Background: an optimization exercise with open tools, aiming at a short achievable clock period and few clock cycles. Do not read the settings as production practice.
The RTL was checked by simulation tests, not by an equivalence proof against the original design.
Power is estimated from default activity; no workload was simulated.

Setup of JK:
// flashUpdateCtrl
module flashUpdateCtrl
(
  input  logic                  Clock,
  input  logic                  arstN,
  input  logic [flashCtrlPkg::hostAddrW-1:0]  FlashMemWrAddress,
  input  logic [flashCtrlPkg::hostDataW-1:0]  FlashMemWrData,
  input  logic                  FlashMemWrEn,
  input  logic [flashCtrlPkg::flashAddrW-1:0] FlashOpAddr,
  input  logic [flashCtrlPkg::ramAddrW-1:0]   FlashOpLen,
  input  logic                  FlashOpUnlock,
  input  logic                  FlashOpWr,
  input  logic                  FlashOpEr,
  output logic                  FlashCmdAck,
  output logic                  FlashBusy,
  output logic                  FlashError,
  output logic                  csrAddr,
  output logic                  csrRead,
  output logic [flashCtrlPkg::flashDataW-1:0] csrWriteData,
  output logic                  csrWrite,
  input  logic [flashCtrlPkg::flashDataW-1:0] csrReadData,
  output logic [flashCtrlPkg::flashAddrW-1:0] dataAddr,
  output logic [flashCtrlPkg::flashDataW-1:0] dataWriteData,
  output logic                  dataWrite,
  input  logic                  dataWaitReq
);
Size in the first run: roughly 4600 cells after synthesis, about 2500 flip-flops.
==> flow/config.mk <==
export PLATFORM = sky130hd
export DESIGN_NAME = flashUpdateCtrl
export DESIGN_NICKNAME = flashUpdateCtrl
export VERILOG_FILES = /design/flow/design.v
export SDC_FILE = /design/flow/constraint.sdc
export NUM_CORES = 4
export LEC_CHECK = 0
export ABC_CLOCK_PERIOD_IN_PS = 2000
export CAP_MARGIN = 20
export CORE_MARGIN = 2
export CORE_UTILIZATION = 55
export CTS_CLUSTER_DIAMETER = 100
export CTS_CLUSTER_SIZE = 25
export SETUP_SLACK_MARGIN = 2.5
export SLEW_MARGIN = 20
==> flow/constraint.sdc <==
create_clock -name core_clock -period 4.5 [get_ports {Clock}]
set_input_delay 0.9000 -clock core_clock [delete_from_list [all_inputs] [get_ports {Clock}]]
set_output_delay 0.9000 -clock core_clock [all_outputs]
set_load 0.01 [all_outputs]
standard.sh (not shown) runs the stock make flow with config.mk's settings and CLKGATE_MAP_FILE= SYNTH_SCRIPT=/design/flow/synth_recipe.tcl, a recipe that flattens the netlist after the stock synthesis.
==> flow/flow/run.sh <==
#!/bin/bash
# Standard layout, with every port buffered by a plain buffer cell instead of the
# default pick (a delay cell), which then sits on each input-to-output path.
set -o pipefail
cp standard.sh standard_copy.txt
export BUFFER_PORTS_ARGS="-buffer_cell sky130_fd_sc_hd__buf_4"
bash standard.sh > standard.log 2>&1
Testbench counts of JK, summed over its fixed seeds: cycles 26,375.
The inputs of MS differ from those of JK as listed below.
- changing CTS_CLUSTER_SIZE from 25 to 30
- changing SETUP_SLACK_MARGIN from 2.5 to 2.3
==> run notes <==
JK → MS: total power fell by 3.2%; smallest hold slack shows a reduction of 18 ps. Cells: MS has fewer instances than JK. Status: global-route usage parity (JK, MS). MS ends up with lower logic gate share of total power than JK does. Comparing JK against MS, there is no change at all in die area. Final clock skew: MS vs JK — no meaningful difference. The lower wire length came out of MS.
> inputs changed (MS -> AL)
- CTS_CLUSTER_SIZE: 30 -> 20
Results
Looking at design area across both flows, AL is the weaker of the two, with MS ahead.
Growth of design area from synthesis to finish, MS and AL: higher on AL
MS has a lower fraction of layout cells with a size suffix above 1 than AL.
Relative to MS, global-route wire length before repair has increased by 0.83% in AL.
The inputs of TR differ from those of AL as listed below.
- swapping 20 for 25 in CTS_CLUSTER_SIZE
Findings:
- TR ran to completion and came out clean on the timing, DRC and antenna checks.
- | proportion of power drawn by the clock network | TR vs AL | 3.1 points lower |
- Via count | TR below AL
- From AL to TR the numbers moved as follows: worst hold slack went up by 51 ps; critical path depth was more or less identical; design area now smaller.

---

Another version of the RTL of flashUpdateCtrl (not shown whole).
Size in the first run: ~2400 flip-flops, roughly 180 I/O pins.
export LEC_CHECK = 0
export ABC_CLOCK_PERIOD_IN_PS = 2000
export CAP_MARGIN = 20
export CORE_MARGIN = 2
export CORE_UTILIZATION = 55
export SETUP_SLACK_MARGIN = 2.3
export SLEW_MARGIN = 20
create_clock -name core_clock -period 4.5 [get_ports {Clock}]
Scripts as last shown in full above: flow/flow/run.sh
The baseline passed the timing, DRC and antenna checks.
Testbench counts at the start, summed over its fixed seeds: cycles 26,255.
Rerun with:
==> flow/run.sh (new file) <==
#!/bin/bash
# synth_recipe.tcl (not shown) runs the flow's synth.tcl, then flattens the netlist and writes it again
# the make line also repeats each setting of config.mk as NAME=value (left out here)
make -C /OpenROAD-flow-scripts/flow DESIGN_CONFIG=/design/flow/config.mk WORK_HOME=/design/flow/orfs CLKGATE_MAP_FILE= SYNTH_SCRIPT=/design/flow/synth_recipe.tcl finish
removed: flow/flow/run.sh
removed: flow/standard.sh
Effect:
- design area barely changes
- register-to-register slack gets better by 0.04 ns
- combinational power barely changes
- routed wire length fell by 0.43%
- synthesized cell count does not change
- die area is unchanged

## afterwards: timing with drivers on the ports
The results above use ideal ports. As a check the final layouts listed here were re-extracted and re-timed, cells and wires unchanged.
Step 1 sets driving cells, clkbuf_16 on the clock port and buf_2 on the other inputs (assumed; they add their load-dependent delay and slew).
Step 2 also shifts input and output timing later by t, the mid clock arrival at the registers, as if the neighbouring blocks saw the same clock.
a / b / c = ideal / step 1 / step 2; a / b = the first two.
run | t, ns | setup slack, ns | latest minus earliest clock arrival (ns)
JK | 0.843 | 2.188 / 2.099 / 2.016 | 0.037 / 0.037
MS | 0.833 | 2.187 / 2.110 / 1.943 | 0.039 / 0.038
AL | 0.881 | 2.141 / 2.060 / 1.958 | 0.030 / 0.030
TR | 0.835 | 2.184 / 2.096 / 1.967 | 0.036 / 0.036
the first run of note 2 | 0.930 | 2.002 / 1.920 / 1.362 | 0.031 / 0.030
the second run of note 2 | 0.936 | 2.010 / 1.920 / 1.332 | 0.022 / 0.022
After both steps every run listed still meets setup and hold. For the second run of note 2, which loses most, drivers alone change the setup slack by -0.090 ns; drivers and shift together by -0.678 ns.
